From an optimization exercise on the open Yosys and OpenROAD flow, aimed at small area; shortcuts taken in it are not production practice. Function was checked by simulation only, so behaviour that the tests miss may differ from the original. No activity file was given, so power comes from the tool's default toggle rates.

File: flow/design.v
package rename_cfg_pkg;
    localparam int ARCH_REGS = 32;
    localparam int PREG_NUM  = 48;
    localparam int FREE_NUM  = PREG_NUM - ARCH_REGS;
    localparam int ROB_SIZE  = 8;
    typedef logic [4:0]  areg_t;
    typedef logic [5:0]  preg_t;
    typedef logic [2:0]  rob_idx_t;
    typedef logic [3:0]  rob_cnt_t;
    typedef logic [4:0]  free_cnt_t;
    typedef logic [31:0] data_t;
    typedef logic [31:0] pc_t;
endpackage
package rename_msg_pkg;
    typedef struct packed {
        logic  valid;
        logic [31:0]  pc;
        logic [4:0] rd;
        logic [4:0] rs1;
        logic [4:0] rs2;
    } dec_uop_t;
    typedef struct packed {
        logic     valid;
        logic [31:0]     pc;
        logic [4:0]    rd;
        logic     has_dest;
        logic [5:0]    rd_preg;
        logic [5:0]    old_preg;
        logic [5:0]    rs1_preg;
        logic     rs1_valid;
        logic [5:0]    rs2_preg;
        logic     rs2_valid;
        logic [2:0] rob_idx;
    } ren_uop_t;
    typedef struct packed {
        logic [31:0]  pc;
        logic [4:0] rd;
        logic  has_dest;
        logic [5:0] new_preg;
        logic [5:0] old_preg;
    } rob_entry_t;
    typedef struct packed {
        logic     valid;
        logic [2:0] rob_idx;
        logic [31:0]   value;
        logic     exception;
    } wb_t;
    typedef struct packed {
        logic     valid;
        logic [2:0] rob_idx;
        logic [31:0]     pc;
        logic [4:0]    rd;
        logic     has_dest;
        logic [5:0]    new_preg;
        logic [5:0]    old_preg;
        logic [31:0]   value;
        logic     exception;
    } commit_t;
endpackage
`timescale 1ns/1ps
module rename_top
(
    input  logic        clk,
    input  logic        rst_n,
    input  logic        flush,
    input  logic        in_valid,
    input  logic [31:0] in_pc,
    input  logic [4:0]  in_rd,
    input  logic [4:0]  in_rs1,
    input  logic [4:0]  in_rs2,
    output logic        out_valid,
    output logic [31:0] out_pc,
    output logic [4:0]  out_rd,
    output logic        out_has_dest,
    output logic [5:0]  out_rd_preg,
    output logic [5:0]  out_old_preg,
    output logic [5:0]  out_rs1_preg,
    output logic        out_rs1_valid,
    output logic [5:0]  out_rs2_preg,
    output logic        out_rs2_valid,
    output logic [2:0]  out_rob_idx,
    output logic        stall,
    input  logic        wb_valid,
    input  logic [2:0]  wb_rob_idx,
    input  logic [31:0] wb_value,
    input  logic        wb_exception,
    output logic        commit_valid,
    output logic [2:0]  commit_rob_idx,
    output logic [31:0] commit_pc,
    output logic [4:0]  commit_rd,
    output logic        commit_has_dest,
    output logic [5:0]  commit_new_preg,
    output logic [5:0]  commit_old_preg,
    output logic [31:0] commit_value,
    output logic        commit_exception,
    output logic        rob_empty
);
    logic [2:0] head;
    logic [2:0] tail;
    logic [2:0] last_c;   
    logic [2:0] last_a;   
    logic       full;
    logic [7:0] done_q;
    logic       empty;
    logic       accept;
    logic       has_dest;
    logic       alloc_dest;
    logic       do_commit;
    assign has_dest   = (in_rd != 5'd0);
    assign empty      = (last_c == last_a) && !full;
    assign stall      = in_valid && full;
    assign accept     = in_valid && !full && !flush;
    assign alloc_dest = accept && has_dest;
    assign do_commit  = !empty && done_q[head] && !flush;
    assign head       = last_c + 3'd1;
    assign tail       = last_a + 3'd1;
    assign rob_empty  = empty;
    logic [5:0] fq [16];
    logic [3:0] alloc_cnt;    
    logic       fq_real;      
    logic [3:0] inflight;     
    logic [5:0] free_head;
    logic [5:0] new_preg;
    logic [5:0] old_preg;
    assign free_head = fq_real ? fq[0] : {2'b10, alloc_cnt};
    assign new_preg  = has_dest ? free_head : 6'd0;
    always_ff @(posedge clk) begin
        if (alloc_dest) begin
            for (int i = 0; i < 15; i++) begin
                fq[i] <= fq[i+1];
            end
            fq[15] <= old_preg;
        end
    end
    logic [5:0] map_q [1:31];
    logic [5:0] rs1_preg;
    logic [5:0] rs2_preg;
    always_comb begin
        rs1_preg = '0;
        rs2_preg = '0;
        old_preg = '0;
        for (int i = 1; i < 32; i++) begin
            rs1_preg = rs1_preg | ({6{in_rs1 == 5'(i)}} & map_q[i]);
            rs2_preg = rs2_preg | ({6{in_rs2 == 5'(i)}} & map_q[i]);
            old_preg = old_preg | ({6{in_rd  == 5'(i)}} & map_q[i]);
        end
    end
    always_ff @(posedge clk or negedge rst_n) begin
        if (!rst_n) begin
            for (int i = 1; i < 32; i++) begin
                map_q[i] <= 6'(i);
            end
        end else if (flush) begin
            for (int i = 1; i < 32; i++) begin
                map_q[i] <= 6'(i);
            end
        end else if (alloc_dest) begin
            map_q[in_rd] <= free_head;
        end
    end
    logic [31:0] pc_q   [8];
    logic [4:0]  rd_q   [8];
    logic [5:0]  np_q   [8];
    logic [31:0] val_q  [8];
    logic        exc_q  [8];
    always_ff @(posedge clk) begin
        if (!full) begin
            pc_q[tail] <= in_pc;
            rd_q[tail] <= in_rd;
            np_q[tail] <= new_preg;
        end
        if (wb_valid) begin
            val_q[wb_rob_idx] <= wb_value;
            exc_q[wb_rob_idx] <= wb_exception;
        end
    end
    logic       out_v;
    logic       com_v;
    always_ff @(posedge clk or negedge rst_n) begin
        if (!rst_n) begin
            last_c    <= 3'd7;
            last_a    <= 3'd7;
            full      <= 1'b0;
            done_q    <= '0;
            out_v     <= 1'b0;
            com_v     <= 1'b0;
            alloc_cnt <= '0;
            fq_real   <= 1'b0;
            inflight  <= '0;
        end else if (flush) begin
            last_c    <= 3'd7;
            last_a    <= 3'd7;
            full      <= 1'b0;
            done_q    <= '0;
            out_v     <= 1'b0;
            com_v     <= 1'b0;
            alloc_cnt <= '0;
            fq_real   <= 1'b0;
            inflight  <= '0;
        end else begin
            out_v <= accept;
            com_v <= do_commit;
            if (accept) begin
                last_a <= tail;
            end
            if (do_commit) begin
                last_c <= head;
                full   <= 1'b0;
            end else if (accept && (tail == last_c)) begin
                full <= 1'b1;
            end
            if (do_commit) begin
                done_q[head] <= 1'b0;
            end
            if (wb_valid) begin
                done_q[wb_rob_idx] <= 1'b1;
            end
            if (accept) begin
                done_q[tail] <= 1'b0;
            end
            if (alloc_dest) begin
                alloc_cnt <= alloc_cnt + 4'd1;
                if (alloc_cnt == 4'd15) begin
                    fq_real <= 1'b1;
                end
            end
            inflight <= inflight + 4'(alloc_dest) - 4'(com_v && commit_has_dest);
        end
    end
    logic [31:0] o_pc;
    logic [4:0]  o_rd;
    logic [5:0]  o_np;
    logic [5:0]  o_rs1;
    logic [5:0]  o_rs2;
    logic        o_rs1_v;
    logic        o_rs2_v;
    always_ff @(posedge clk) begin
        o_pc    <= in_pc;
        o_rd    <= in_rd;
        o_np    <= new_preg;
        o_rs1   <= rs1_preg;
        o_rs2   <= rs2_preg;
        o_rs1_v <= (in_rs1 != 5'd0);
        o_rs2_v <= (in_rs2 != 5'd0);
    end
    assign out_valid     = out_v;
    assign out_pc        = o_pc;
    assign out_rd        = o_rd;
    assign out_has_dest  = (o_rd != 5'd0);
    assign out_rd_preg   = o_np;
    assign out_old_preg  = out_has_dest ? fq[15] : 6'd0;
    assign out_rs1_preg  = o_rs1;
    assign out_rs1_valid = o_rs1_v;
    assign out_rs2_preg  = o_rs2;
    assign out_rs2_valid = o_rs2_v;
    assign out_rob_idx   = last_a;
    logic [2:0] cidx;
    logic [5:0] c_old;
    assign cidx = last_c;
    always_comb begin
        case (inflight)
            4'd1:    c_old = fq[15];
            4'd2:    c_old = fq[14];
            4'd3:    c_old = fq[13];
            4'd4:    c_old = fq[12];
            4'd5:    c_old = fq[11];
            4'd6:    c_old = fq[10];
            4'd7:    c_old = fq[9];
            4'd8:    c_old = fq[8];
            default: c_old = fq[7];
        endcase
    end
    logic [7:0]  csel;
    logic [31:0] c_pc;
    logic [4:0]  c_rd;
    logic [5:0]  c_np;
    logic [31:0] c_val;
    logic        c_exc;
    always_comb begin
        c_pc  = '0;
        c_rd  = '0;
        c_np  = '0;
        c_val = '0;
        c_exc = 1'b0;
        for (int i = 0; i < 8; i++) begin
            csel[i] = (cidx == 3'(i));
            c_pc  = c_pc  | ({32{csel[i]}} & pc_q[i]);
            c_rd  = c_rd  | ({5{csel[i]}}  & rd_q[i]);
            c_np  = c_np  | ({6{csel[i]}}  & np_q[i]);
            c_val = c_val | ({32{csel[i]}} & val_q[i]);
            c_exc = c_exc | (csel[i] & exc_q[i]);
        end
    end
    assign commit_valid     = com_v;
    assign commit_rob_idx   = cidx;
    assign commit_pc        = c_pc;
    assign commit_rd        = c_rd;
    assign commit_has_dest  = (c_rd != 5'd0);
    assign commit_new_preg  = c_np;
    assign commit_old_preg  = commit_has_dest ? c_old : 6'd0;
    assign commit_value     = c_val;
    assign commit_exception = c_exc;
endmodule
File: flow/flow/run.sh
#!/bin/bash
# Standard ORFS layout (the standard.sh), with two changes:
#  - synthesis maps logic with an area-oriented ABC script (abc_area_map.script)
#    instead of ORFS's delay-oriented one; registers are mapped exactly as in the
#    standard synthesis (dfflibmap runs before ABC, and ABC does not touch them);
#  - the clock tree is built without dummy loads;
#  - ports are buffered with sky130_fd_sc_hd__buf_1 (every port still gets a buffer).
set -euo pipefail
WORK=$(pwd)
export MY_ABC_SCRIPT="$WORK/flow/abc_area_map.script"
export CTS_ARGS="-sink_clustering_enable -repair_clock_nets -dont_use_dummy_load -sink_clustering_size 25 -sink_clustering_max_diameter 60"
export BUFFER_PORTS_ARGS="-buffer_cell sky130_fd_sc_hd__buf_1"
bash standard.sh SYNTH_SCRIPT="$WORK/flow/synth_area.tcl" finish > "$WORK/flow_make.log" 2>&1
File: flow/flow/abc_area_map.script
strash
dc2
strash
dch -f
amap -F 30 -A 30
topo
File: flow/flow/synth_area.tcl
# synth_recipe.tcl with ABC's script swapped for the one MY_ABC_SCRIPT names.
proc synth {args} { yosys synth -nofsm -noshare {*}$args }
proc abc {args} {
  set i [lsearch -exact $args -script]
  if { $i >= 0 && [info exists ::env(MY_ABC_SCRIPT)] } { lset args [expr {$i+1}] $::env(MY_ABC_SCRIPT) }
  yosys abc {*}$args
}
source $::env(SCRIPTS_DIR)/synth.tcl
# left out here: clear keep_hierarchy, flatten, clean up, hide names made inside functions, write 1_2_yosys.v
File: flow/standard.sh
#!/bin/bash
# synth_recipe.tcl (not shown) runs the flow's synth.tcl, then flattens the netlist and writes it again
# the make line also repeats each setting of config.mk as NAME=value (left out here)
make -C /OpenROAD-flow-scripts/flow DESIGN_CONFIG=/design/flow/config.mk WORK_HOME=/design/flow/orfs CLKGATE_MAP_FILE= SYNTH_SCRIPT=/design/flow/synth_recipe.tcl "${@:-finish}"
File: flow/config.mk
export PLATFORM = sky130hd
export DESIGN_NAME = rename_top
export DESIGN_NICKNAME = rename_top
export VERILOG_FILES = /design/flow/design.v
export SDC_FILE = /design/flow/constraint.sdc
export NUM_CORES = 4
export LEC_CHECK = 0
export CAP_MARGIN = 5
export CORE_MARGIN = 2
export CORE_UTILIZATION = 40
export GPL_TIMING_DRIVEN = 0
export SLEW_MARGIN = 5
File: flow/constraint.sdc
create_clock -name core_clock -period 5.0 [get_ports {clk}]
set_input_delay 1.0000 -clock core_clock [delete_from_list [all_inputs] [get_ports {clk}]]
set_output_delay 1.0000 -clock core_clock [all_outputs]
set_load 0.01 [all_outputs]
==> results of run 1 <==
metal layers:
layer	vias to the layer above	share of wire [%]	global-route usage, %
met1	14000	39	41.1
met2	1552	46	49.9
met5	-	0.021	0
met3	325	9.1	7.01
met4	6	5.8	17.0
li1	11400	-	-
state kept, by name, summed over array words and instances, names as in the netlist:
| name | count |
|---|---|
| np_q | 48 |
| o_rs2_v | 1 |
| o_np | 6 |
| rd_q | 40 |
| val_q | 256 |
| pc_q | 256 |
| exc_q | 8 |
| o_pc | 32 |
| com_v | 1 |
| o_rd | 5 |
| out_v | 1 |
| map_q | 186 |
| o_rs2 | 6 |
| alloc_cnt | 4 |
| inflight | 4 |
| o_rs1_v | 1 |
| o_rs1 | 6 |
| last_a | 3 |
| fq | 96 |
| done_q | 8 |
| last_c | 3 |
| fq_real | 1 |
| full | 1 |
layout make-up:
| cell class | count | area, µm² |
|---|---|---|
| Antenna cell | 5 | 12.5 |
| Clock buffer | 79 | 1980 |
| Fill cell | 8240 | 49200 |
| Inverter | 285 | 1080 |
| Multi-Input combinational cell | 1310 | 8970 |
| Sequential cell | 973 | 27700 |
| Tap cell | 1254 | 1570 |
| Timing Repair Buffer | 353 | 2560 |
per-stage QoR:
| stage | cells | total power (µW) | cell area [µm²] | setup TNS [ns] |
|---|---|---|---|---|
| floorplan | 2566 | 11200 | 37500 | 0 |
| global placement | 4064 | 12800 | 40000 | -3222.71 |
| detailed placement | 4166 | 13100 | 41800 | -22.93 |
| CTS | 4249 | 18500 | 43800 | 0 |
| global route | 4255 | 19100 | 43900 | 0 |
| finish | 4259 | 18400 | 43900 | 0 |
placed cells by master, fill, tap and decap left out, types with 28 or more instances in the layout:
cell type	Yosys	routed
a222oi_1	244	244
dfxtp_1	57	57
buf_6	0	41
a21oi_1	48	48
o21ai_0	47	45
buf_12	0	28
a22oi_1	143	143
nand3_1	91	91
buf_1	0	240
o22ai_1	142	138
o22a_1	31	31
dfrtp_1	126	126
clkinv_1	285	280
clkbuf_16	0	79
nand2_1	81	81
dfstp_2	86	85
nand4_1	47	47
nor2_1	224	212
edfxtp_1	704	704
power groups by stage:
stage	clock network, µW	registers [µW]	logic [µW]
3_5_place_dp	0	9830	3250
2_1_floorplan	0	9680	1560
4_1_cts	5560	9660	3280
6_report	5460	9670	3310
3_3_place_gp	0	9870	2910
5_1_grt	5840	9700	3540
cells by family (layout without fill, tap and decap cells):
| kind of cell | count (synthesis) | in the layout | synth area share [%] |
|---|---|---|---|
| fa+ha+maj | 23 | 23 | 0.788 |
| simple gates | 533 | 535 | 6.52 |
| buf+inv | 285 | 717 | 2.85 |
| other cells | 0 | 5 | 0 |
| flops | 973 | 973 | 73.9 |
| compound gates | 752 | 752 | 16.0 |
final timing paths:
path                       slack [ns]      endpoint     start
setup reg to reg                 0.66   map_q[6][4]      full
min in group core_clock          0.41      fq[5][5]  fq[6][5]
hold / removal                   0.18  map_q[15][4]     rst_n
setup / recovery                 0.16     fq[15][5]  in_rd[2]
max in group asynchronous        3.52  map_q[22][2]     rst_n
hold reg to reg                  0.41      fq[5][5]  fq[6][5]
timing repair:
| item | CTS | global route |
|---|---|---|
| pin swaps | 1 | 5 |
| gates resized for setup | 4 | 5 |
| endpoints found under the setup margin | 7 | 7 |
| setup buffers | 3 | 5 |
| hold buffers | 0 | 0 |
| gates cloned | 1 | 1 |
==> metrics.md, run 1 <==
| Metric | Value |
|---|---|
| CTS buffer count | 79 |
| Maximum clock path buffer count | 3 |
| Area share of the largest cell type after synthesis | roughly 56% |
| Fin Hold WS | 0.182 ns |
| X dimension of the die | 310 µm |
| Routed wirelength normalized by instance count | 36.4 µm |
| Startpoint Class | input pin |
| Share of the cycle needed by the critical path after routing | 96.7% |
| Number of enable flip-flop cells after synthesis | 704 |
| Initial detailed-routing violation count | between 4000 and 5000 |
| Post-detailed-route count of antenna-violating nets | 0 |
| Die extent in y | between 300 and 400 µm |
| Sinks on Clock Net | 973 |
| WP data required | around 5.5 ns |
| Mapped Nets | 2677 |
| Placer Congestion | around 1.1 |
| Most numerous cell types in the synthesized netlist | edfxtp_1 (704), clkinv_1 (285), a222oi_1 (244), nor2_1 (224), a22oi_1 (143) |
| Leading post-synthesis cells by cell area | edfxtp_1 (56%), dfrtp_1 (8.4%), a222oi_1 (6.5%) |
| Critical Path Slowest Stage Cell | o22ai_1 |
| Total power per unit cell area | 420 nW/µm² |
| Remaining DRCs | 0 |
| Worst slew margin relative to its limit | 13.7% |
| Number of buffer cells added on primary ports | 244 |
| Endpoint class of the critical path | flip-flop |
| Total die area | ~96000 µm² |
| Iteration count of the initial detailed-routing pass | 9 |
| Achievable clock frequency | approximately 210 MHz |
| PnR worst setup slack | 0.165 ns |
| Top flip-flop cell by instance count after synthesis | edfxtp_1 |
| Chain of cells forming the critical path | buf_1, clkinv_1, or2_0, or3_1, nor2_1, clkinv_1, o22ai_1, nor4_1, nand4_1 |
| Cell count after synthesis | ~2600 |
| Distinct cell type count after synthesis | 45 |
| Maximum resistive drop on vdd | 0.253 mV |
| Unrepaired setup endpoints after global routing | no |
| Most area-hungry cell type in the Yosys netlist | edfxtp_1 |
| Layout cell share with drive strength beyond 1 | 10.6% |
| Clock tree from TritonCTS | yes |
| Maximum single-stage delay on the critical path | 0.88 ns |
| Number of cell instances on the worst register-to-register path | 10 |
| Clock transition at the register clock pins on the worst setup and hold paths after CTS | 0.06 ns |
| Post-Syn Area per Cell | around 15 µm² |
| Least-Margin Pin Slew | 1.29 ns |
| Number of max-slew violations in the final report | 0 |
| Effective utilization at floorplan | 40.3% |
| First-pass GRT wire length | 211000 µm |
| Outcome | timing/DRC/antenna clean |
| Total of warnings raised by yosys | 3 |
| Leak | between 0.01 and 0.015 µW |
| Core utilization of the finished layout | 47.1% |
| Row count | between 100 and 150 |
| Top cell family by delay on the critical path | simple AND/OR/NAND/NOR gates |
| Clock latency on the worst-skew pair | slightly below 0.7 ns |
| Combinational share of power | ~18% |
| IO Pins | 245 |
| Via/cell ratio | between 6 and 7 |
| Cell at the root of the clock tree | clkbuf_16 |
| Number of buffer and inverter stages on the critical path | 3 |
| Synth-to-layout area growth | 17.0% |
| Maximum number of pins on one net before global-route repair | 49 |
| All-Layer GR Usage | 31.7% |
| Crit-path max FO | 16 |
| Internal power component | 13200 µW |
| Sequential cell fraction of total power | 52.5% |
| Sequential cell area fraction in the yosys report | 73.9% |
| Maximum level of the CTS H-tree | 3 |
| Vias in the first global route | 26400 |
| Syn Std Cell Area | between 30000 and 40000 µm² |
| Worst clock skew | 0.0682 ns |
| Post-detail-place hpwl | 114000 µm |
| Final setup fails | 0 |
| Nets | 3113 |
| Most frequent cell after synthesis | edfxtp_1 |
| Total vias in the final route | 27300 |
| Count of max-cap constraint violations | 0 |
| Library cell appearing most often on the critical path | clkinv_1 |
| Fraction of power spent switching nets | 28.6% |
| Critical path depth in cells | 9 |
| Overflow left after global routing | 0 |
| Initial antenna violation count | 7 |
| Fraction of power consumed by the clock network | 29.6% |
| Net switching power | 5280 µW |
| Routed WL | 155000 µm |
| Floorplan core area | 93000 µm² |
| Post-Place Worst Slack | -0.637 ns |
| Synth async-reset ratio | 21.8% |
| Post-layout minimum cycle time | 4.84 ns |
| Path category of the worst min-delay check | in2async |
| Worst setup path class | in2reg |
| Data arrival time at the worst-slack endpoint | 5.33 ns |
| Number of hold violations in the final report | 0 |
| Yosys reg bits | 973 |
==> run 2, diff against run 1 <==
--- a/flow/flow/run.sh
+++ b/flow/flow/run.sh
@@ -10,3 +10,3 @@
 export MY_ABC_SCRIPT="$WORK/flow/abc_area_map.script"
-export CTS_ARGS="-sink_clustering_enable -repair_clock_nets -dont_use_dummy_load -sink_clustering_size 25 -sink_clustering_max_diameter 60"
+export CTS_ARGS="-sink_clustering_enable -repair_clock_nets -dont_use_dummy_load -sink_clustering_size 30 -sink_clustering_max_diameter 80"
 export BUFFER_PORTS_ARGS="-buffer_cell sky130_fd_sc_hd__buf_1"
--- a/flow/config.mk
+++ b/flow/config.mk
@@ -7,6 +7,5 @@
 export LEC_CHECK = 0
-export CAP_MARGIN = 5
+export CAP_MARGIN = 20
 export CORE_MARGIN = 2
-export CORE_UTILIZATION = 40
-export GPL_TIMING_DRIVEN = 0
-export SLEW_MARGIN = 5
+export CORE_UTILIZATION = 60
+export SLEW_MARGIN = 20
==> metrics.md, run 2 <==
| Metric | Value |
|---|---|
| Outcome | timing/DRC/antenna clean |
| Overflow left after global routing | 0 |
| Number of enable flip-flop cells after synthesis | about 700 |
| Post-detail-place hpwl | 98900 µm |
| Mapped Nets | 2677 |
| Via/cell ratio | 7.64 |
| Maximum clock path buffer count | 3 |
| Crit-path max FO | 27 |
| Crit path from | last_c[2] |
| Total vias in the final route | roughly 29000 |
| Yosys reg bits | between 900 and 1000 |
| X dimension of the die | 254 µm |
| Critical Path Slowest Stage Cell | dfstp_2 |
| Leading post-synthesis cells by cell area | edfxtp_1 (56%), dfrtp_1 (8.4%), a222oi_1 (6.5%) |
| Initial detailed-routing violation count | 6812 |
| Most frequent cell after synthesis | edfxtp_1 |
| First-pass GRT wire length | 200000 µm |
| Internal power component | 11700 µW |
| Sinks on Clock Net | 973 |
| Library cell appearing most often on the critical path | buf_4 |
| Remaining DRCs | 0 |
| Worst setup path class | reg2out |
| Clock latency on the worst-skew pair | 0.62 ns |
| Post-layout minimum cycle time | 4.89 ns |
| Number of buffer cells added on primary ports | 244 |
| Sequential cell area fraction in the yosys report | between 70% and 80% |
| Area share of the largest cell type after synthesis | 56.4% |
| CTS buffer count | between 40 and 50 |
| Iteration count of the initial detailed-routing pass | 13 |
| Layout cell share with drive strength beyond 1 | 8.25% |
| Number of resized instances in the post-cts repair step | 0 |
| Placer Congestion | 1.17 |
| Net switching power | approximately 5000 µW |
| Number of cell instances on the worst register-to-register path | 14 |
| Largest regs | pc_q (256), val_q (256), map_q (186) |
| Die extent in y | around 250 µm |
| Least-Margin Pin Slew | between 1 and 1.5 ns |
| Row count | 91 |
| Routed WL | 144000 µm |
| Total die area | 64500 µm² |
| Maximum resistive drop on vdd | 0.363 mV |
| Data arrival time at the worst-slack endpoint | 3.89 ns |
| Clock tree from TritonCTS | yes |
| Core utilization of the finished layout | 67.0% |
| Leak | about 0.013 µW |
| Effective utilization at floorplan | around 61% |
| Floorplan core area | between 60000 and 70000 µm² |
| Final setup fails | 0 |
| Critical path depth in cells | 9 |
| Clock transition at the register clock pins on the worst setup and hold paths after CTS | approximately 0.11 ns |
| Achievable clock frequency | 205 MHz |
| Distinct cell type count after synthesis | 45 |
| Routed wirelength normalized by instance count | between 30 and 40 µm |
| Combinational share of power | 18.1% |
| Startpoint Class | flip-flop |
| Count of buffers added by post-CTS timing repair for setup | 0 |
| Synth-to-layout area growth | 10.3% |
| Maximum single-stage delay on the critical path | 0.71 ns |
| Fraction of power consumed by the clock network | roughly a quarter |
| Top cell family by delay on the critical path | buffers and inverters |
| Most area-hungry cell type in the Yosys netlist | edfxtp_1 |
| Vias in the first global route | 27000 |
| Syn Std Cell Area | approximately 37000 µm² |
| All-Layer GR Usage | 44.3% |
| Endpoint class of the critical path | output pin |
| Synth async-reset ratio | 21.8% |
| Most numerous cell types in the synthesized netlist | edfxtp_1 (704), clkinv_1 (285), a222oi_1 (244), nor2_1 (224), a22oi_1 (143) |
| IO Pins | 245 |
| Worst clock skew | 0.0714 ns |
| Path category of the worst min-delay check | in2async |
| Post-Syn Area per Cell | around 15 µm² |
| WP data required | ~4.0 ns |
| Cell count after synthesis | 2566 |
| Post-detailed-route count of antenna-violating nets | 0 |
| Sequential cell fraction of total power | 58.5% |
| Total of warnings raised by yosys | 3 |
| Worst R2R Setup Slack | roughly 0.55 ns |
| Total power per unit cell area | approximately 400 nW/µm² |
| Number of hold violations in the final report | 0 |
| Most frequent cells in the layout | edfxtp_1 (704), clkinv_1 (284), a222oi_1 (244), buf_1 (242), nor2_1 (213) |
| Initial antenna violation count | 8 |
| Nets | 3046 |
| Maximum level of the CTS H-tree | 2 |
| Critical R2R Launch | last_c[2] |
| Fraction of power spent switching nets | between 20 and 30% |
| Worst slew margin relative to its limit | a little over a quarter |
| Setup_tns | 0 ns |
| Number of buffer and inverter stages on the critical path | 4 |
| Maximum number of pins on one net before global-route repair | between 100 and 150 |
| Cell at the root of the clock tree | clkbuf_16 |
| Unrepaired setup endpoints after global routing | no |
| Chain of cells forming the critical path | clkinv_1, ha_4, buf_4, a222oi_1, nand3_1, nor3_2, buf_4, a311oi_1, buf_1 |
| Leading cell type in the layout, fill and taps excluded | edfxtp_1 |
| Top flip-flop cell by instance count after synthesis | edfxtp_1 |
| Hold_buf cts | 0 |
| Number of max-slew violations in the final report | 0 |
| Count of max-cap constraint violations | 0 |
| Share of the cycle needed by the critical path after routing | 97.7% |
[run 2: cell counts after synthesis]
Identical to the previous run, type by type.
[run 2: worst paths after layout]
check	to
max	commit_old_preg[2]
min	map_q[5][5]
max reg2reg	inflight[2]
min reg2reg	fq[5][1]
max in group asynchronous	map_q[29][5]
min in group core_clock	fq[5][1]
[run 2: routing by layer]
metal  share of wire [%]  global-route usage (%)  vias up
met5              0.0083                       0        -
met4                 7.7                    26.2        2
met3                  15                    14.3      566
met2                  44                    65.4     2939
met1                  34                    57.7    14100
li1                    -                       -    11200
[run 2: worst register-to-register path, cell delays in order (launching register included)]
cell and delay, ns:
dfstp_2 0.71, clkinv_1 0.39, ha_4 0.43, buf_4 0.33
a222oi_1 0.46, nand3_1 0.23, nor3_2 0.21, buf_4 0.26
nor2b_1 0.09, ha_1 0.28, clkinv_1 0.06, ha_1 0.21
fa_1 0.41, o21ai_0 0.18, a21oi_1 0.06
[run 2: layout make-up]
class,count,area [µm²]
multi-input combinational,1308,8910
tap,837,1050
fill,4113,20400
inverter,285,1070
clock buffer,43,1080
antenna,6,15.0
sequential,973,27700
timing repair buffer,324,1530
[run 2: power by group through the flow]
stage	combinational (µW)	clock [µW]	sequential, µW
final	3010	3880	9710
after global routing	3150	4090	9720
after CTS	2940	3860	9670
after detailed placement	2900	0	9830
after global placement	2820	0	9790
after floorplan	1560	0	9680
[run 2: per-stage QoR]
step	hold slack, ns	area, µm²	worst slack [ns]	cells	power [µW]
final	0.329	41300	0.115	3776	16600
after CTS	0.310	41300	0.0806	3770	16500
after global placement	0.401	40300	0.774	3727	12600
after floorplan	0.400	37500	0.100	2566	11200
after detailed placement	0.405	40300	0.713	3727	12700
after global routing	0.330	41300	0.00384	3770	17000
[run 2: kinds of logic (layout without fill, tap and decap cells)]
kind of cell | after synthesis | in the layout | synth area share, %
buf+inv | 285 | 652 | 2.85
fa+ha+maj | 23 | 23 | 0.788
flops | 973 | 973 | 73.9
other cells | 0 | 6 | 0
compound gates | 752 | 752 | 16.0
simple gates | 533 | 533 | 6.52
==> run 3, diff against run 2 <==
==> flow/flow/abc_area_map.script (replaced) <==
strash
dc2
strash
&get -n
&dch -f
&nf -R 1000
&put
topo
strash
dc2
strash
&get -n
&dch -f
&nf -R 1000
&put
topo
strash
dc2
strash
&get -n
&dch -f
&nf -R 1000
&put
topo
==> metrics.md, run 3 <==
| Metric | Value |
|---|---|
| Mapped Nets | approximately 2500 |
| Maximum clock path buffer count | 3 |
| Clock transition at the register clock pins on the worst setup and hold paths after CTS | 0.11 ns |
| Routed WL | 156000 µm |
| Fraction of power spent switching nets | 24.8% |
| Most numerous cell types in the synthesized netlist | edfxtp_1 (704), a222oi_1 (247), nor2_1 (197), nand2_1 (172), a22oi_1 (169) |
| Maximum resistive drop on vdd | 0.346 mV |
| Initial antenna violation count | 13 |
| Via/cell ratio | 8.10 |
| Cell count after synthesis | 2430 |
| Internal power component | 11100 µW |
| Area share of the largest cell type after synthesis | between 50 and 60% |
| Synth-to-layout area growth | 11.3% |
| Count of max-cap constraint violations | 0 |
| Sequential cell fraction of total power | 64.0% |
| Clock tree from TritonCTS | yes |
| Top flip-flop cell by instance count after synthesis | edfxtp_1 |
| Leading cell type in the layout, fill and taps excluded | edfxtp_1 |
| Sequential cell area | 27700 µm² |
| Number of max-slew violations in the final report | 0 |
| Placer Congestion | 1.09 |
| Total die area | 63800 µm² |
| Unrepaired setup endpoints after global routing | no |
| Post-detailed-route count of antenna-violating nets | 0 |
| Iteration count of the initial detailed-routing pass | 11 |
| Clock latency on the worst-skew pair | 0.65 ns |
| Nets | 2944 |
| First-pass GRT wire length | 214000 µm |
| WP data required | 4.00 ns |
| Worst clock skew | 0.0923 ns |
| Number of buffer cells added on primary ports | between 200 and 250 |
| Data arrival time at the worst-slack endpoint | 3.89 ns |
| Fin Hold WS | 0.418 ns |
| Fillers | 3894 |
| Overflow left after global routing | 0 |
| Achievable clock frequency | 204 MHz |
| Vias in the first global route | between 20000 and 30000 |
| Path category of the worst min-delay check | reg2reg |
| Routed wirelength normalized by instance count | about 43 µm |
| Die extent in y | 253 µm |
| Total vias in the final route | 29400 |
| Total of warnings raised by yosys | 3 |
| Post-detail-place hpwl | roughly 100000 µm |
| Remaining DRCs | 0 |
| Crit-path max FO | 55 |
| Largest regs | pc_q (256), val_q (256), map_q (186) |
| Floorplan core area | 61400 µm² |
| Initial detailed-routing violation count | around 7000 |
| Synth async-reset ratio | 21.8% |
| Area occupied by multi-input gates | 9500 µm² |
| Syn Std Cell Area | ~37000 µm² |
| Distinct cell type count after synthesis | 49 |
| Cell at the root of the clock tree | clkbuf_16 |
| Leak | 0.0137 µW |
| Endpoint class of the critical path | output pin |
| Post-Place Worst Slack | 0.801 ns |
| PnR worst setup slack | 0.109 ns |
| Most frequent cells in the layout | edfxtp_1 (704), a222oi_1 (247), buf_1 (242), nor2_1 (182), nand2_1 (172) |
| Net switching power | 3670 µW |
| Layout cell share with drive strength beyond 1 | 10.1% |
| Worst slew margin relative to its limit | between 10% and 20% |
| Most area-hungry cell type in the Yosys netlist | edfxtp_1 |
| Startpoint Class | flip-flop |
| Fraction of power consumed by the clock network | between 20% and 30% |
| Number of hold violations in the final report | 0 |
| IO Pins | between 200 and 250 |
| Sinks on Clock Net | 973 |
| Worst setup path class | reg2out |
| CTS buffer count | between 40 and 50 |
| X dimension of the die | 253 µm |
| Share of the cycle needed by the critical path after routing | 97.8% |
| Post-Syn Area per Cell | around 15 µm² |
| Most frequent cell after synthesis | edfxtp_1 |
| Least-Margin Pin Slew | 1.30 ns |
| Row count | 91 |
| Leading post-synthesis cells by cell area | edfxtp_1 (57%), dfrtp_1 (8.5%), a222oi_1 (6.7%) |
| Total power per unit cell area | 358 nW/µm² |
| Maximum number of pins on one net before global-route repair | 103 |
| Hold_buf cts | 0 |
| Final setup fails | 0 |
| Outcome | timing/DRC/antenna clean |
| All-Layer GR Usage | 48.4% |
| Post-layout minimum cycle time | 4.89 ns |
| Maximum level of the CTS H-tree | 2 |
| Number of enable flip-flop cells after synthesis | 704 |
| Combinational share of power | 8.8% |
| Yosys reg bits | 973 |
| Sequential cell area fraction in the yosys report | 74.7% |
| Effective utilization at floorplan | around 60% |
-- run 3: stage by stage --
step	util (%)	setup TNS, ns	instance area (µm²)	total power [µW]	std cells
after detailed placement	65.3	0	40100	10800	3574
after global placement	65.2	0	40000	10700	3573
after global routing	67.2	0	41200	15000	3626
final	67.2	0	41200	14800	3630
after floorplan	-	-81.14	37100	10100	2430
after CTS	67.1	0	41200	14600	3619
-- run 3: layer usage --
metal / global-route usage (%) / part of all wire (%) / vias up
met3: 16.3 / 15 / 785
met2: 74.0 / 44 / 3394
met1: 59.4 / 32 / 14200
met5: 0.0772 / 0.062 / -
li1: - / - / 11000
met4: 30.9 / 8.8 / 14
-- run 3: path summary, 6_finish.rpt --
kind                       startpoint                 end  slack, ns  cells past startpoint
max reg2reg                 last_c[2]         inflight[2]       0.68                     15
min in group asynchronous       rst_n         map_q[8][4]       0.48                      1
min reg2reg                  fq[6][1]            fq[5][1]       0.42                      0
max                         last_c[1]  commit_old_preg[2]       0.11                      9
max in group asynchronous       rst_n        map_q[28][3]       3.38                      2
min                          fq[6][1]            fq[5][1]       0.42                      0
-- run 3: logic make-up after synthesis --
group                      count (synthesis)  synth area share, %
DFF                                      973                 74.7
AOI/OAI and AO/OA                        718                 15.3
and+or+nand+nor                          670                 8.37
buffers and inverters                     27                0.273
adders and majority gates                 23                0.797
xor gates and xnor gates                  11                0.260
muxes                                      8                0.290
-- run 3: cell type report --
class,count,share of cell area (%)
clock buffer,45,2.73
antenna,9,0.0546
sequential,973,67.2
inverter,27,0.246
timing repair buffer,356,4.38
multi-input combinational,1430,23.0
tap,790,2.40
-- run 3: worst max-delay path: stages (launching register included) --
cell and delay (ns):
dfstp_2 0.65, ha_1 0.41, ha_4 0.80, a222oi_1 0.23
and3_1 0.27, nand3_1 0.11, nor3_2 0.05, buf_4 0.21
nor3_1 0.30, buf_1 0.19
-- run 3: power groups by stage --
stage	clock [µW]	combinational (µW)	sequential, µW
floorplan	0	551	9520
global placement	0	1190	9520
detailed placement	0	1220	9570
CTS	3960	1240	9430
global route	4220	1340	9470
finish	4020	1310	9450
-- run 3: timing repair --
action,4_1_cts,5_1_grt
endpoints found under the hold margin,0,0
setup endpoints to repair,0,2
buffers inserted,0,0
resized for setup,0,1
==> run 4, diff against run 3 <==
--- a/flow/design.v
+++ b/flow/design.v
@@ -99,4 +99,2 @@
     logic [2:0] tail;
-    logic [2:0] last_c;   
-    logic [2:0] last_a;   
     logic       full;
@@ -108,4 +106,6 @@
     logic       do_commit;
+    logic [2:0] head_nxt;
+    logic [2:0] tail_nxt;
     assign has_dest   = (in_rd != 5'd0);
-    assign empty      = (last_c == last_a) && !full;
+    assign empty      = (head == tail) && !full;
     assign stall      = in_valid && full;
@@ -114,4 +114,4 @@
     assign do_commit  = !empty && done_q[head] && !flush;
-    assign head       = last_c + 3'd1;
-    assign tail       = last_a + 3'd1;
+    assign head_nxt   = head + 3'd1;
+    assign tail_nxt   = tail + 3'd1;
     assign rob_empty  = empty;
@@ -137,12 +137,5 @@
     logic [5:0] rs2_preg;
-    always_comb begin
-        rs1_preg = '0;
-        rs2_preg = '0;
-        old_preg = '0;
-        for (int i = 1; i < 32; i++) begin
-            rs1_preg = rs1_preg | ({6{in_rs1 == 5'(i)}} & map_q[i]);
-            rs2_preg = rs2_preg | ({6{in_rs2 == 5'(i)}} & map_q[i]);
-            old_preg = old_preg | ({6{in_rd  == 5'(i)}} & map_q[i]);
-        end
-    end
+    assign rs1_preg = (in_rs1 == 5'd0) ? 6'd0 : map_q[in_rs1];
+    assign rs2_preg = (in_rs2 == 5'd0) ? 6'd0 : map_q[in_rs2];
+    assign old_preg = (in_rd  == 5'd0) ? 6'd0 : map_q[in_rd];
     always_ff @(posedge clk or negedge rst_n) begin
@@ -180,4 +173,4 @@
         if (!rst_n) begin
-            last_c    <= 3'd7;
-            last_a    <= 3'd7;
+            head      <= '0;
+            tail      <= '0;
             full      <= 1'b0;
@@ -190,4 +183,4 @@
         end else if (flush) begin
-            last_c    <= 3'd7;
-            last_a    <= 3'd7;
+            head      <= '0;
+            tail      <= '0;
             full      <= 1'b0;
@@ -203,8 +196,8 @@
             if (accept) begin
-                last_a <= tail;
+                tail <= tail_nxt;
             end
             if (do_commit) begin
-                last_c <= head;
-                full   <= 1'b0;
-            end else if (accept && (tail == last_c)) begin
+                head <= head_nxt;
+                full <= 1'b0;
+            end else if (accept && (tail_nxt == head)) begin
                 full <= 1'b1;
@@ -255,6 +248,6 @@
     assign out_rs2_valid = o_rs2_v;
-    assign out_rob_idx   = last_a;
+    assign out_rob_idx   = tail - 3'd1;
     logic [2:0] cidx;
     logic [5:0] c_old;
-    assign cidx = last_c;
+    assign cidx = head - 3'd1;
     always_comb begin
@@ -272,32 +265,11 @@
     end
-    logic [7:0]  csel;
-    logic [31:0] c_pc;
-    logic [4:0]  c_rd;
-    logic [5:0]  c_np;
-    logic [31:0] c_val;
-    logic        c_exc;
-    always_comb begin
-        c_pc  = '0;
-        c_rd  = '0;
-        c_np  = '0;
-        c_val = '0;
-        c_exc = 1'b0;
-        for (int i = 0; i < 8; i++) begin
-            csel[i] = (cidx == 3'(i));
-            c_pc  = c_pc  | ({32{csel[i]}} & pc_q[i]);
-            c_rd  = c_rd  | ({5{csel[i]}}  & rd_q[i]);
-            c_np  = c_np  | ({6{csel[i]}}  & np_q[i]);
-            c_val = c_val | ({32{csel[i]}} & val_q[i]);
-            c_exc = c_exc | (csel[i] & exc_q[i]);
-        end
-    end
     assign commit_valid     = com_v;
     assign commit_rob_idx   = cidx;
-    assign commit_pc        = c_pc;
-    assign commit_rd        = c_rd;
-    assign commit_has_dest  = (c_rd != 5'd0);
-    assign commit_new_preg  = c_np;
+    assign commit_pc        = pc_q[cidx];
+    assign commit_rd        = rd_q[cidx];
+    assign commit_has_dest  = (rd_q[cidx] != 5'd0);
+    assign commit_new_preg  = np_q[cidx];
     assign commit_old_preg  = commit_has_dest ? c_old : 6'd0;
-    assign commit_value     = c_val;
-    assign commit_exception = c_exc;
+    assign commit_value     = val_q[cidx];
+    assign commit_exception = exc_q[cidx];
 endmodule
==> flow/run.sh (new file) <==
#!/bin/bash
# synth_recipe.tcl (not shown) runs the flow's synth.tcl, then flattens the netlist and writes it again
# the make line also repeats each setting of config.mk as NAME=value (left out here)
make -C /OpenROAD-flow-scripts/flow DESIGN_CONFIG=/design/flow/config.mk WORK_HOME=/design/flow/orfs CLKGATE_MAP_FILE= SYNTH_SCRIPT=/design/flow/synth_recipe.tcl finish
--- a/flow/config.mk
+++ b/flow/config.mk
@@ -9,3 +9,3 @@
 export CORE_MARGIN = 2
-export CORE_UTILIZATION = 60
+export CORE_UTILIZATION = 40
 export SLEW_MARGIN = 20
removed: flow/flow/run.sh
removed: flow/flow/abc_area_map.script
removed: flow/flow/synth_area.tcl
removed: flow/standard.sh
==> metrics.md, run 4 <==
| Metric | Value |
|---|---|
| Endpoint class of the critical path | output pin |
| Vias in the first global route | ~29000 |
| Outcome | timing/DRC/antenna clean |
| Final total power | 18500 µW |
| Post-detail-place hpwl | 119000 µm |
| Cell at the root of the clock tree | clkbuf_16 |
| Non-filler instance count after layout | 4733 |
| Number of max-slew violations in the final report | 0 |
| Post-detailed-route count of antenna-violating nets | 0 |
| Die extent in y | 330 µm |
| Parity-gate share of the synthesized area counting xor and xnor cells | 0.330% |
| Number of enable flip-flop cells after synthesis | 704 |
| Least-Margin Pin Slew | 1.27 ns |
| Maximum single-stage delay on the critical path | 0.55 ns |
| Mapped Nets | 3062 |
| Sequential cell area fraction in the yosys report | 65.2% |
| Share of the cycle needed by the critical path after routing | 95.9% |
| Count of max-cap constraint violations | 0 |
| Combinational family with the most area after synthesis | multiplexers |
| Maximum number of pins on one net before global-route repair | 102 |
| Clock transition at the register clock pins on the worst setup and hold paths after CTS | 0.06 ns |
| Iteration count of the initial detailed-routing pass | 6 |
| Distinct cell type count after synthesis | between 80 and 90 |
| X dimension of the die | about 330 µm |
| Maximum clock path buffer count | 3 |
| All-Layer GR Usage | 31.1% |
| Fin Hold WS | around 0.33 ns |
| Routed wirelength normalized by instance count | 36.0 µm |
| Critical Path Slowest Stage Cell | dfrtp_4 |
| Worst slew margin relative to its limit | between 10% and 20% |
| Leading post-synthesis cells by cell area | edfxtp_1 (50%), mux4_2 (8.3%), dfrtp_1 (7.8%) |
| Fraction of power consumed by the clock network | 42.8% |
| Clock tree from TritonCTS | yes |
| Fillers | 8947 |
| Total power per unit cell area | 363 nW/µm² |
| Total of warnings raised by yosys | 3 |
| Unrepaired setup endpoints after global routing | no |
| Worst setup path class | reg2out |
| Clock latency on the worst-skew pair | ~0.7 ns |
| Path category of the worst min-delay check | in2async |
| Initial antenna violation count | 7 |
| Routed WL | 170000 µm |
| Effective utilization at floorplan | 40.3% |
| Via/cell ratio | 6.18 |
| Fraction of the mapped netlist area in compound gates | 9.71% |
| Setup_tns | 0 ns |
| Worst clock skew | 0.0322 ns |
| Combinational share of power | under 10% |
| Top flip-flop cell by instance count after synthesis | edfxtp_1 |
| Number of buffer cells added on primary ports | 244 |
| Fraction of power spent switching nets | 23.4% |
| Floorplan core area | 105000 µm² |
| Yosys reg bits | 973 |
| Crit-path max FO | 12 |
| Nets | 3358 |
| Post-layout minimum cycle time | between 4 and 5 ns |
| Chain of cells forming the critical path | inv_1, ha_4, mux4_2, mux2_2, or4_4, nor2_4, buf_12, a21oi_1, clkdlybuf4s50_1 |
| Maximum level of the CTS H-tree | 3 |
| Startpoint Class | flip-flop |
| Maximum resistive drop on vdd | 0.250 mV |
| Final standard cell area without fillers | 50900 µm² |
| Initial detailed-routing violation count | 3191 |
| Area after DPL | 47300 µm² |
| Synthesized-area fraction occupied by adder cells | 0.637% |
| Internal power component | 14100 µW |
| Number of placed instances, taps included | ~4500 |
| Overflow left after global routing | 0 |
| Sequential cell fraction of total power | 49.2% |
| Most area-hungry cell type in the Yosys netlist | edfxtp_1 |
| Most frequent cells in the layout | edfxtp_1 (704), clkdlybuf4s50_1 (233), nor2_1 (194), mux4_2 (156), buf_4 (153) |
| First-pass GRT wire length | 235000 µm |
| Most numerous cell types in the synthesized netlist | edfxtp_1 (704), nor2_1 (207), mux4_2 (156), clkbuf_1 (145), nand2_1 (145) |
| Share of synthesized area spent on multiplexers | approximately an eighth |
| Most frequent cell after synthesis | edfxtp_1 |
| Synth async-reset ratio | between 20% and 30% |
| Largest regs | pc_q (256), val_q (256), map_q (186) |
| Synth-to-layout area growth | 19.8% |
| Net switching power | 4310 µW |
| Final setup fails | 0 |
| Simple-gate area share of the yosys netlist | 9.10% |
| Achievable clock frequency | between 200 and 250 MHz |
| Syn Std Cell Area | 42500 µm² |
| IO Pins | around 250 |
| Area share of the largest cell type after synthesis | between 40% and 50% |
| Leak | around 0.017 µW |
| CTS buffer count | 101 |
| Top cell family by delay on the critical path | buffers and inverters |
| Cell count after synthesis | 2953 |
| Post-Syn Area per Cell | 14.4 µm² |
| Number of buffer and inverter stages on the critical path | 3 |
| WP data required | 4.00 ns |
| Data arrival time at the worst-slack endpoint | 3.79 ns |
| Remaining DRCs | 0 |
| Row count | 119 |
| Leading cell type in the layout, fill and taps excluded | edfxtp_1 |
| Sinks on Clock Net | ~970 |
| Total die area | 109000 µm² |
| Total vias in the final route | 29200 |
| Layout cell share with drive strength beyond 1 | about 22% |
| Placer Congestion | 1.02 |
| Number of hold violations in the final report | 0 |
==> run 4: cell types whose count changed in the layout (fill, tap and decap cells not counted), sizes merged, moves of 35 or more <==
cell / before / now
a21oi: 89 / 124
a22oi: 169 / 62
buf: 355 / 179
mux2: 2 / 109
nor2b: 8 / 44
mux2i: 4 / 62
o21ai: 87 / 136
nand3b: 9 / 49
mux4: 2 / 156
clkdlybuf4s50: 0 / 233
a222oi: 247 / 2
clkbuf: 46 / 139
==> run 4: layout make-up <==
type | instances | area [µm²] | area share (%)
diodes | 6 | 15.0 | 0.0295
clock buffers | 139 | 2830 | 5.57
clock inverters | 51 | 667 | 1.31
inverters | 29 | 109 | 0.214
multi-input cells | 1732 | 14000 | 27.5
flip-flops and latches | 973 | 27700 | 54.4
well taps | 1391 | 1740 | 3.42
repair buffers | 412 | 3830 | 7.54
==> run 4: what timing repair did <==
action / 4_1_cts / 5_1_grt
pin swaps: 2 / 1
setup buffers: 2 / 2
endpoints found under the setup margin: 39 / 17
resized for setup: 2 / 0
cloned: 0 / 0
hold buffers: 0 / 0
==> run 4: final timing paths <==
check	from	end	slack [ns]	cells after the start
min in group core_clock	fq[4][1]	fq[3][1]	0.41	0
hold / removal	rst_n	map_q[1][5]	0.33	1
setup reg to reg	head[0]	inflight[2]	1.07	14
setup / recovery	head[0]	commit_old_preg[2]	0.21	9
max in group asynchronous	rst_n	map_q[28][4]	3.66	2
hold reg to reg	fq[4][1]	fq[3][1]	0.41	0
==> run 4: power by group through the flow <==
| stage | Clock [µW] | Combinational [µW] | Sequential [µW] |
|---|---|---|---|
| after global placement | 0 | 1440 | 9230 |
| after global routing | 8360 | 1540 | 9100 |
| final | 7890 | 1480 | 9090 |
| after detailed placement | 0 | 1440 | 9250 |
| after floorplan | 0 | 646 | 9200 |
| after CTS | 8050 | 1450 | 9080 |
==> run 4: layer usage <==
metal	up-vias	part of all wire, %	global-route usage (%)	wire length [µm]
li1	12200	-	-	-
met1	15200	41	42.0	69900
met2	1538	45	47.4	76300
met3	378	7.4	5.25	12600
met4	2	6.8	18.6	11600
met5	-	0.0076	0	13
==> run 4: cell families after synthesis <==
| logic type | Yosys count |
|---|---|
| flip-flops | 973 |
| buffers and inverters | 248 |
| AND/OR/NAND/NOR | 756 |
| adder cells (fa/ha/maj) | 21 |
| XOR/XNOR | 16 |
| AO/OA/AOI/OAI | 612 |
| multiplexers | 327 |
==> run 4: worst reg2reg max path: cells and delay by family (launching register included) <==
family,cells,cell delay [ns]
flip-flops,1,0.55
buffers and inverters,3,0.32
AND/OR/NAND/NOR,4,0.83
adder cells (fa/ha/maj),4,1.27
XOR/XNOR,1,0.17
multiplexers,2,0.62
==> run 4: per-stage QoR <==
stage	util (%)	worst slack, ns
2_1_floorplan	-	0.452
3_3_place_gp	44.9	0.610
3_5_place_dp	44.9	0.582
4_1_cts	48.3	0.0109
5_1_grt	48.3	0.000245
6_report	48.3	0.206

==> static timing again, ports no longer ideal <==
The results above use ideal ports. As a check the final layouts listed here were re-extracted and re-timed, cells and wires unchanged.
Step 1: set_driving_cell puts a clkbuf_16 on clk and a buf_2 on each other input, an assumption about the parent block.
Step 2 moves the port delays by t, midway between the first and last clock arrival at a register: inputs arrive t later, outputs are due t later. That takes back most of the time a late clock gives input paths.
Slacks: no drivers / after step 1 / after step 2; pairs: no drivers / after step 1.
run	shift t [ns]	setup slack, ns	hold WS [ns]	latest minus earliest clock arrival (ns)	worst register clock-pin slew, ns
run 1	0.715	0.165 / 0.096 / -0.577	0.182 / 0.136 / 0.409	0.073 / 0.073	0.09 / 0.09
run 2	0.663	0.115 / 0.049 / 0.554	0.329 / 0.289 / 0.426	0.090 / 0.090	0.12 / 0.12
run 3	0.665	0.109 / 0.044 / 0.650	0.418 / 0.418 / 0.418	0.100 / 0.100	0.12 / 0.12
run 4	0.762	0.206 / 0.132 / 0.769	0.331 / 0.307 / 0.414	0.032 / 0.032	0.07 / 0.07
Met with ideal ports but missed after step 2: setup timing in run 1. The setup slack of run 1, which loses most, moves by -0.069 ns with the drivers and by -0.742 ns with both steps.
